This design comes from an exercise in tuning for small area, a short achievable clock period and few clock cycles on the open sky130 flow, not from production work. Function was checked by simulation only, so behaviour that the tests miss may differ from the original. Power is estimated from default activity; no workload was simulated.

== north ==
==> flow/design.v (excerpt) <==
module mips_multicycle #(
  parameter logic [31:0] RESET_PC = 32'h0000_0000,
  parameter int          NUM_REGS = 32
) (
  input  logic        clk,
  input  logic        rst,
  output logic        mem_req,
  output logic        mem_we,
  output logic [31:0] mem_addr,
  output logic [31:0] mem_wdata,
  input  logic [31:0] mem_rdata,
  input  logic        mem_ready,
  output logic [31:0] pc,
  output logic        illegal
);
  localparam int AW = $clog2(NUM_REGS);
  logic          run;       
  logic          xs;        
  logic          sel_d;     
  logic          k_fix;     
  logic [29:0]   nfa_q;     
  logic [31:0]   ds_q;
  logic [6:0]    dg_q;
  logic [6:0]    dp_q;      
  logic [31:0]   daddr;
  logic [7:0]    eqn_q;     
  logic          tk_x;      
  logic [29:0]   fa;        
  logic          k_addi, k_lw, k_sw, k_beq, k_ill, k_wr, k_imm, k_inv;
  logic          f_sub, f_and, f_or, f_slt;
  logic [AW-1:0] wd_q;
  logic [15:0]   imm_q;
  logic [31:0]   a_q, b_q;
  logic [5:0]    d_op, d_fn;
  logic [AW-1:0] d_rs, d_rt, d_dst;
  logic [15:0]   d_imm;
  logic          d_alu, d_addi, d_lw, d_sw, d_beq, d_j;
  assign d_op  = mem_rdata[31:26];
  assign d_fn  = mem_rdata[5:0];
  ...
==> flow/config.mk <==
export PLATFORM = sky130hd
export DESIGN_NAME = mips_multicycle
export DESIGN_NICKNAME = mips_multicycle
export VERILOG_FILES = /design/flow/design.v
export SDC_FILE = /design/flow/constraint.sdc
export NUM_CORES = 4
export LEC_CHECK = 0
export CAP_MARGIN = 20
export CORE_MARGIN = 2
export CORE_UTILIZATION = 40
export CTS_BUF_LIST = sky130_fd_sc_hd__clkbuf_16
export CTS_CLUSTER_DIAMETER = 80
export CTS_CLUSTER_SIZE = 22
export PLACE_DENSITY = 0.45
export SETUP_SLACK_MARGIN = 5
export SLEW_MARGIN = 20
export SYNTH_HIERARCHICAL = 1
export SYNTH_MINIMUM_KEEP_SIZE = 0
==> flow/constraint.sdc <==
create_clock -name core_clock -period 10.0 [get_ports {clk}]
set_input_delay 2.0000 -clock core_clock [delete_from_list [all_inputs] [get_ports {clk}]]
set_output_delay 2.0000 -clock core_clock [all_outputs]
set_load 0.01 [all_outputs]
run.sh (not shown) runs the stock make flow with config.mk's settings and CLKGATE_MAP_FILE= SYNTH_SCRIPT=/design/flow/synth_recipe.tcl, a recipe that flattens the netlist after the stock synthesis.
Testbench counts of north, summed over its fixed seeds: cycles 62,263.
> inputs changed (north -> south)
--- a/flow/design.v
+++ b/flow/design.v
@@ -90,19 +90,18 @@
 );
   localparam int AW = $clog2(NUM_REGS);
   logic          run;       
   logic          xs;        
   logic          sel_d;     
   logic          k_fix;     
   logic [29:0]   nfa_q;     
   logic [31:0]   ds_q;
   logic [6:0]    dg_q;
-  logic [6:0]    dp_q;      
   logic [31:0]   daddr;
   logic [7:0]    eqn_q;     
   logic          tk_x;      
   logic [29:0]   fa;        
   logic          k_addi, k_lw, k_sw, k_beq, k_ill, k_wr, k_imm, k_inv;
   logic          f_sub, f_and, f_or, f_slt;
   logic [AW-1:0] wd_q;
   logic [15:0]   imm_q;
   logic [31:0]   a_q, b_q;
@@ -193,32 +192,31 @@
   end
   logic [7:0] eqn;
   for (genvar b = 0; b < 8; b++) begin : g_eq
     assign eqn[b] = rd1[4*b +: 4] == rd2[4*b +: 4];
   end
   always_ff @(posedge clk)
     if (hs_f) begin
       ds_q  <= d_beq ? {bt, 2'b00} : ds;
       dg_q  <= d_beq ? 7'h0 : dg[6:0];
-      for (int b = 0; b < 7; b++) dp_q[b] <= &ds[4*b +: 4];
       eqn_q <= (d_beq && !hz) ? eqn : 8'h0;
     end else if (fix) begin
       if (!k_beq) begin
         ds_q <= sum;
         dg_q <= '0;
       end
       eqn_q <= {8{a_q == b_q}};
     end
   logic [7:0] pg0, pp0, pg1, pp1, pg2, pp2, pg3;
   always_comb begin
     for (int b = 0; b < 8; b++) begin
       pg0[b] = (b < 7) ? dg_q[b % 7] : 1'b0;
-      pp0[b] = (b < 7) ? dp_q[b % 7] : 1'b0;
+      pp0[b] = &ds_q[4*b +: 4];
     end
     for (int b = 0; b < 8; b++) begin
       pg1[b] = (b >= 1) ? pg0[b] | (pp0[b] & pg0[b-1]) : pg0[b];
       pp1[b] = (b >= 1) ? pp0[b] & pp0[b-1] : pp0[b];
     end
     for (int b = 0; b < 8; b++) begin
       pg2[b] = (b >= 2) ? pg1[b] | (pp1[b] & pg1[b-2]) : pg1[b];
       pp2[b] = (b >= 2) ? pp1[b] & pp1[b-2] : pp1[b];
     end
--- outcome ---
- From north to south the numbers moved as follows: sequential fraction of design power now sits higher, number of setup buffers added after CTS saw a decrease, sequential share of layout area now sits higher, highest attainable clock frequency lower, total power decreased by 1.3% relative to the old numbers.
- Comparing north and south, the lower via count normalized by instance count is on south.
- Status: die span in y parity (north, south)
- Between north and south, the global-route usage is higher for north.
- Between south and north, the met3 track demand over resource in global routing figures differ only marginally.
Testbench counts of south, summed over its fixed seeds: cycles 62,263.

The RTL this note starts from:
==> flow/design.v <==
package mips_pkg;
  localparam logic [5:0] OP_RTYPE = 6'h00, OP_LW = 6'h23, OP_SW = 6'h2B,
                         OP_BEQ = 6'h04, OP_J = 6'h02, OP_ADDI = 6'h08;
  localparam logic [5:0] FN_ADD = 6'h20, FN_SUB = 6'h22, FN_AND = 6'h24,
                         FN_OR = 6'h25, FN_SLT = 6'h2A;
endpackage
module mips_regfile #(
  parameter  int NUM_REGS = 32,
  localparam int AW       = $clog2(NUM_REGS)
) (
  input  logic          clk,
  input  logic          we,
  input  logic [AW-1:0] waddr,
  input  logic [31:0]   wdata,
  input  logic [AW-1:0] raddr1,
  input  logic [AW-1:0] raddr2,
  output logic [31:0]   rdata1,
  output logic [31:0]   rdata2
);
  localparam int NG = (NUM_REGS - 1) / 3;    
  logic [NUM_REGS-1:1][31:0] regs;
  logic [NUM_REGS-1:1]       sel1, sel2;
  logic [NG-1:0][31:0]       y1, y2;
  logic [31:0]               z1, z2;
  for (genvar k = 1; k < NUM_REGS; k++) begin : g_reg
    always_ff @(posedge clk)
      if (we && waddr == AW'(k)) regs[k] <= wdata;
  end
  mips_rf_dec #(.NUM_REGS(NUM_REGS)) u_dec1 (.addr(raddr1), .sel(sel1));
  mips_rf_dec #(.NUM_REGS(NUM_REGS)) u_dec2 (.addr(raddr2), .sel(sel2));
  for (genvar g = 0; g < NG; g++) begin : g_grp
    mips_rf_aoi3 u_aoi1 (
      .s0(sel1[3*g+1]), .s1(sel1[3*g+2]), .s2(sel1[3*g+3]),
      .d0(regs[3*g+1]), .d1(regs[3*g+2]), .d2(regs[3*g+3]), .y(y1[g])
    );
    mips_rf_aoi3 u_aoi2 (
      .s0(sel2[3*g+1]), .s1(sel2[3*g+2]), .s2(sel2[3*g+3]),
      .d0(regs[3*g+1]), .d1(regs[3*g+2]), .d2(regs[3*g+3]), .y(y2[g])
    );
  end
  always_comb begin
    z1 = '0;
    z2 = '0;
    for (int k = 3 * NG + 1; k < NUM_REGS; k++) begin
      z1 = z1 | ({32{sel1[k]}} & regs[k]);
      z2 = z2 | ({32{sel2[k]}} & regs[k]);
    end
  end
  always_comb begin
    rdata1 = z1;
    rdata2 = z2;
    for (int g = 0; g < NG; g++) begin
      rdata1 = rdata1 | ~y1[g];
      rdata2 = rdata2 | ~y2[g];
    end
  end
endmodule
module mips_rf_dec #(
  parameter  int NUM_REGS = 32,
  localparam int AW       = $clog2(NUM_REGS)
) (
  input  logic [AW-1:0]       addr,
  output logic [NUM_REGS-1:1] sel
);
  always_comb
    for (int k = 1; k < NUM_REGS; k++) sel[k] = addr == AW'(k);
endmodule
module mips_rf_aoi3 (
  input  logic        s0, s1, s2,
  input  logic [31:0] d0, d1, d2,
  output logic [31:0] y
);
  assign y = ~(({32{s0}} & d0) | ({32{s1}} & d1) | ({32{s2}} & d2));
endmodule
import mips_pkg::*;
module mips_multicycle #(
  parameter logic [31:0] RESET_PC = 32'h0000_0000,
  parameter int          NUM_REGS = 32
) (
  input  logic        clk,
  input  logic        rst,
  output logic        mem_req,
  output logic        mem_we,
  output logic [31:0] mem_addr,
  output logic [31:0] mem_wdata,
  input  logic [31:0] mem_rdata,
  input  logic        mem_ready,
  output logic [31:0] pc,
  output logic        illegal
);
  localparam int AW = $clog2(NUM_REGS);
  logic          run;       
  logic          xs;        
  logic          sel_d;     
  logic          k_fix;     
  logic [29:0]   nfa_q;     
  logic [31:0]   ds_q;
  logic [6:0]    dg_q;
  logic [6:0]    dp_q;      
  logic [31:0]   daddr;
  logic [7:0]    eqn_q;     
  logic          tk_x;      
  logic [29:0]   fa;        
  logic          k_addi, k_lw, k_sw, k_beq, k_ill, k_wr, k_imm, k_inv;
  logic          f_sub, f_and, f_or, f_slt;
  logic [AW-1:0] wd_q;
  logic [15:0]   imm_q;
  logic [31:0]   a_q, b_q;
  logic [5:0]    d_op, d_fn;
  logic [AW-1:0] d_rs, d_rt, d_dst;
  logic [15:0]   d_imm;
  logic          d_alu, d_addi, d_lw, d_sw, d_beq, d_j;
  assign d_op  = mem_rdata[31:26];
  assign d_fn  = mem_rdata[5:0];
  assign d_rs  = mem_rdata[21 +: AW];
  assign d_rt  = mem_rdata[16 +: AW];
  assign d_imm = mem_rdata[15:0];
  always_comb begin
    d_alu  = d_op == OP_RTYPE && (d_fn == FN_ADD || d_fn == FN_SUB || d_fn == FN_AND ||
                                  d_fn == FN_OR  || d_fn == FN_SLT);
    d_addi = d_op == OP_ADDI;
    d_lw   = d_op == OP_LW;
    d_sw   = d_op == OP_SW;
    d_beq  = d_op == OP_BEQ;
    d_j    = d_op == OP_J;
    d_dst  = d_alu ? mem_rdata[11 +: AW] : d_rt;
  end
  logic [31:0]   rd1, rd2, fwd_a, fwd_b, res, bop, sum, rf_wdata;
  logic          rf_we, fw, fix, hs_f, hz, hz_a, hz_b, lt;
  logic [29:0]   pc4, bt;
  mips_regfile #(.NUM_REGS(NUM_REGS)) u_rf (
    .clk(clk), .we(rf_we), .waddr(wd_q), .wdata(rf_wdata),
    .raddr1(d_rs), .raddr2(d_rt), .rdata1(rd1), .rdata2(rd2)
  );
  assign bop = k_imm ? {{16{imm_q[15]}}, imm_q} : (k_inv ? ~b_q : b_q);
  assign sum = a_q + bop + {31'h0, k_inv};
  assign lt  = (a_q[31] != b_q[31]) ? a_q[31] : sum[31];
  always_comb begin
    if (f_and)      res = a_q & b_q;
    else if (f_or)  res = a_q | b_q;
    else if (f_slt) res = {31'h0, lt};
    else            res = sum;
  end
  assign fw       = xs && k_wr;
  assign rf_we    = fw || (sel_d && k_lw && mem_ready);
  assign rf_wdata = k_lw ? mem_rdata : res;
  assign hz_a     = fw && d_rs == wd_q;
  assign hz_b     = fw && d_rt == wd_q;
  assign fwd_a    = hz_a ? res : rd1;
  assign fwd_b    = hz_b ? res : rd2;
  assign hz       = ((d_lw || d_sw || d_beq) && hz_a) || (d_beq && hz_b);
  assign fix       = xs && k_fix;
  assign tk_x      = xs && k_beq && &eqn_q;
  assign fa        = tk_x ? ds_q[31:2] : nfa_q;
  assign pc4       = fa + 30'd1;
  logic [30:0] bt_n, bt_t;
  assign bt_n      = {nfa_q, 1'b1} + {{14{d_imm[15]}}, d_imm, 1'b1};
  assign bt_t      = {ds_q[31:2], 1'b1} + {{14{d_imm[15]}}, d_imm, 1'b1};
  assign bt        = tk_x ? bt_t[30:1] : bt_n[30:1];
  assign hs_f      = mem_ready && run && !sel_d && !(xs && (k_ill || k_fix));
  assign mem_req   = run && !(xs && (k_ill || k_fix));
  assign mem_we    = sel_d && k_sw;
  assign mem_addr  = (sel_d || tk_x) ? daddr : {nfa_q, 2'b00};
  assign mem_wdata = b_q;
  assign pc        = mem_addr;
  assign illegal   = xs && k_ill;
  always_ff @(posedge clk or posedge rst)
    if (rst) begin
      run   <= 1'b0;
      xs    <= 1'b0;
      sel_d <= 1'b0;
      k_fix <= 1'b0;
      nfa_q <= RESET_PC[31:2];
    end else if (!run) begin
      run   <= 1'b1;
    end else if (hs_f) begin
      xs    <= 1'b1;
      sel_d <= (d_lw || d_sw) && !hz;
      k_fix <= hz;
      nfa_q <= d_j ? {pc4[29:26], mem_rdata[25:0]} : pc4;
    end else if (fix) begin
      sel_d <= k_lw || k_sw;
      k_fix <= 1'b0;
    end else if ((xs && k_ill) || (sel_d && mem_ready)) begin
      xs    <= 1'b0;
      sel_d <= 1'b0;
    end
  logic [31:0] dimm, ds;
  logic [7:0]  dg;
  assign dimm = {{16{d_imm[15]}}, d_imm};
  for (genvar b = 0; b < 8; b++) begin : g_ds
    assign {dg[b], ds[4*b +: 4]} = {1'b0, rd1[4*b +: 4]} + {1'b0, dimm[4*b +: 4]};
  end
  logic [7:0] eqn;
  for (genvar b = 0; b < 8; b++) begin : g_eq
    assign eqn[b] = rd1[4*b +: 4] == rd2[4*b +: 4];
  end
  always_ff @(posedge clk)
    if (hs_f) begin
      ds_q  <= d_beq ? {bt, 2'b00} : ds;
      dg_q  <= d_beq ? 7'h0 : dg[6:0];
      for (int b = 0; b < 7; b++) dp_q[b] <= &ds[4*b +: 4];
      eqn_q <= (d_beq && !hz) ? eqn : 8'h0;
    end else if (fix) begin
      if (!k_beq) begin
        ds_q <= sum;
        dg_q <= '0;
      end
      eqn_q <= {8{a_q == b_q}};
    end
  mips_agen u_agen (.ds(ds_q), .dg(dg_q), .dp(dp_q), .sum(daddr));
  always_ff @(posedge clk)
    if (hs_f) begin
      k_addi  <= d_addi;
      k_lw    <= d_lw;
      k_sw    <= d_sw;
      k_beq   <= d_beq;
      k_ill   <= !(d_alu || d_addi || d_lw || d_sw || d_beq || d_j);
      k_imm   <= d_addi || d_lw || d_sw;
      k_inv   <= d_alu && (d_fn == FN_SUB || d_fn == FN_SLT);
      k_wr    <= (d_alu || d_addi) && d_dst != '0;
      f_sub   <= d_alu && d_fn == FN_SUB;
      f_and   <= d_alu && d_fn == FN_AND;
      f_or    <= d_alu && d_fn == FN_OR;
      f_slt   <= d_alu && d_fn == FN_SLT;
      wd_q    <= d_dst;
      imm_q   <= d_imm;
      a_q     <= fwd_a;
      b_q     <= fwd_b;
    end
endmodule
module mips_agen (
  input  logic [31:0] ds,
  input  logic [6:0]  dg,
  input  logic [6:0]  dp,
  output logic [31:0] sum
);
  logic [6:0] g1, p1, g2, p2, g3;
  logic [7:0] c;
  always_comb begin
    for (int b = 0; b < 7; b++) begin
      g1[b] = (b >= 1) ? dg[b] | (dp[b] & dg[b-1]) : dg[b];
      p1[b] = (b >= 1) ? dp[b] & dp[b-1] : dp[b];
    end
    for (int b = 0; b < 7; b++) begin
      g2[b] = (b >= 2) ? g1[b] | (p1[b] & g1[b-2]) : g1[b];
      p2[b] = (b >= 2) ? p1[b] & p1[b-2] : p1[b];
    end
    for (int b = 0; b < 7; b++)
      g3[b] = (b >= 4) ? g2[b] | (p2[b] & g2[b-4]) : g2[b];
  end
  assign c = {g3, 1'b0};
  for (genvar i = 0; i < 32; i++) begin : g_s
    if (i % 4 == 0) begin : g_lo
      assign sum[i] = ds[i] ^ c[i/4];
    end else begin : g_hi
      assign sum[i] = ds[i] ^ (c[i/4] & &ds[i-1 -: (i % 4)]);
    end
  end
endmodule
make LEC_CHECK=0 CAP_MARGIN=20 CORE_MARGIN=2 CORE_UTILIZATION=45 CTS_BUF_LIST=sky130_fd_sc_hd__clkbuf_16 CTS_CLUSTER_DIAMETER=80 CTS_CLUSTER_SIZE=22 PLACE_DENSITY=0.5 SETUP_SLACK_MARGIN=5 SLEW_MARGIN=20 SYNTH_HIERARCHICAL=1 SYNTH_MINIMUM_KEEP_SIZE=0 finish   # period 10.0 ns
Testbench counts at the start, summed over its fixed seeds: cycles 62,263.
Change:
--- a/flow/design.v
+++ b/flow/design.v
@@ -183,13 +183,13 @@
       k_fix <= 1'b0;
     end else if ((xs && k_ill) || (sel_d && mem_ready)) begin
       xs    <= 1'b0;
       sel_d <= 1'b0;
     end
   logic [31:0] dimm, ds;
-  logic [7:0]  dg;
+  logic [7:0]  dg, dc;
   assign dimm = {{16{d_imm[15]}}, d_imm};
   for (genvar b = 0; b < 8; b++) begin : g_ds
     assign {dg[b], ds[4*b +: 4]} = {1'b0, rd1[4*b +: 4]} + {1'b0, dimm[4*b +: 4]};
   end
   logic [7:0] eqn;
   for (genvar b = 0; b < 8; b++) begin : g_eq
@@ -205,13 +205,37 @@
       if (!k_beq) begin
         ds_q <= sum;
         dg_q <= '0;
       end
       eqn_q <= {8{a_q == b_q}};
     end
-  mips_agen u_agen (.ds(ds_q), .dg(dg_q), .dp(dp_q), .sum(daddr));
+  logic [7:0] pg0, pp0, pg1, pp1, pg2, pp2, pg3;
+  always_comb begin
+    for (int b = 0; b < 8; b++) begin
+      pg0[b] = (b < 7) ? dg_q[b % 7] : 1'b0;
+      pp0[b] = (b < 7) ? dp_q[b % 7] : 1'b0;
+    end
+    for (int b = 0; b < 8; b++) begin
+      pg1[b] = (b >= 1) ? pg0[b] | (pp0[b] & pg0[b-1]) : pg0[b];
+      pp1[b] = (b >= 1) ? pp0[b] & pp0[b-1] : pp0[b];
+    end
+    for (int b = 0; b < 8; b++) begin
+      pg2[b] = (b >= 2) ? pg1[b] | (pp1[b] & pg1[b-2]) : pg1[b];
+      pp2[b] = (b >= 2) ? pp1[b] & pp1[b-2] : pp1[b];
+    end
+    for (int b = 0; b < 8; b++)
+      pg3[b] = (b >= 4) ? pg2[b] | (pp2[b] & pg2[b-4]) : pg2[b];
+  end
+  assign dc = {pg3[6:0], 1'b0};
+  for (genvar i = 0; i < 32; i++) begin : g_da
+    if (i % 4 == 0) begin : g_lo
+      assign daddr[i] = ds_q[i] ^ dc[i/4];
+    end else begin : g_hi
+      assign daddr[i] = ds_q[i] ^ (dc[i/4] & &ds_q[i-1 -: (i % 4)]);
+    end
+  end
   always_ff @(posedge clk)
     if (hs_f) begin
       k_addi  <= d_addi;
       k_lw    <= d_lw;
       k_sw    <= d_sw;
       k_beq   <= d_beq;
@@ -226,35 +250,6 @@
       wd_q    <= d_dst;
       imm_q   <= d_imm;
       a_q     <= fwd_a;
       b_q     <= fwd_b;
     end
 endmodule
-module mips_agen (
-  input  logic [31:0] ds,
-  input  logic [6:0]  dg,
-  input  logic [6:0]  dp,
-  output logic [31:0] sum
-);
-  logic [6:0] g1, p1, g2, p2, g3;
-  logic [7:0] c;
-  always_comb begin
-    for (int b = 0; b < 7; b++) begin
-      g1[b] = (b >= 1) ? dg[b] | (dp[b] & dg[b-1]) : dg[b];
-      p1[b] = (b >= 1) ? dp[b] & dp[b-1] : dp[b];
-    end
-    for (int b = 0; b < 7; b++) begin
-      g2[b] = (b >= 2) ? g1[b] | (p1[b] & g1[b-2]) : g1[b];
-      p2[b] = (b >= 2) ? p1[b] & p1[b-2] : p1[b];
-    end
-    for (int b = 0; b < 7; b++)
-      g3[b] = (b >= 4) ? g2[b] | (p2[b] & g2[b-4]) : g2[b];
-  end
-  assign c = {g3, 1'b0};
-  for (genvar i = 0; i < 32; i++) begin : g_s
-    if (i % 4 == 0) begin : g_lo
-      assign sum[i] = ds[i] ^ c[i/4];
-    end else begin : g_hi
-      assign sum[i] = ds[i] ^ (c[i/4] & &ds[i-1 -: (i % 4)]);
-    end
-  end
-endmodule
The changed run finished with timing, DRC and antenna clean.
Critical path depth goes down by 2.
Final cell count falls by 1.3%.
Clock power goes down by about 2%.
Count of clock-buffer cells in the layout falls by 5.
Wire length is lower by 1.2%.
Maximum frequency is about the same.
Area after synthesis came out lower by 0.50%.
Combinational power hardly moves.
First-iteration DRC count came out higher by 9.6%.
Design area came out lower by 1.3%.
Testbench counts after the change, summed over its fixed seeds: cycles 62,263.

re-timing with driven ports:
Ports are ideal in the flow. The routed layouts listed here were re-timed in OpenROAD.
Step 1 (the two cells are an assumption about what drives the block):
set clk [get_ports {clk}]
set_driving_cell -lib_cell sky130_fd_sc_hd__clkbuf_16 $clk
set_driving_cell -lib_cell sky130_fd_sc_hd__buf_2 [delete_from_list [all_inputs] $clk]
Step 2 times the ports against the registers' clock, not the clock port: input delays grow and output delays shrink by t, the midpoint of the rising clock arrivals with the driver on.
Three values: ideal ports, drivers, drivers and shift; two values: the first two.
run | t (ns) | setup slack, ns | worst setup path after step 2 | latest minus earliest clock arrival (ns)
north | 0.779 | 4.864 / 4.775 / 4.157 | input to register | 0.060 / 0.060
south | 0.777 | 4.722 / 4.641 / 4.209 | input to register | 0.072 / 0.072
the first run of note 2 | 0.774 | 4.918 / 4.953 / 4.179 | input to register | 0.064 / 0.064
the second run of note 2 | 0.774 | 4.932 / 4.861 / 4.182 | input to register | 0.057 / 0.058
After both steps setup and hold are still met in every run listed. The setup slack of the second run of note 2, which loses most, moves by -0.071 ns with the drivers and by -0.750 ns with both steps.
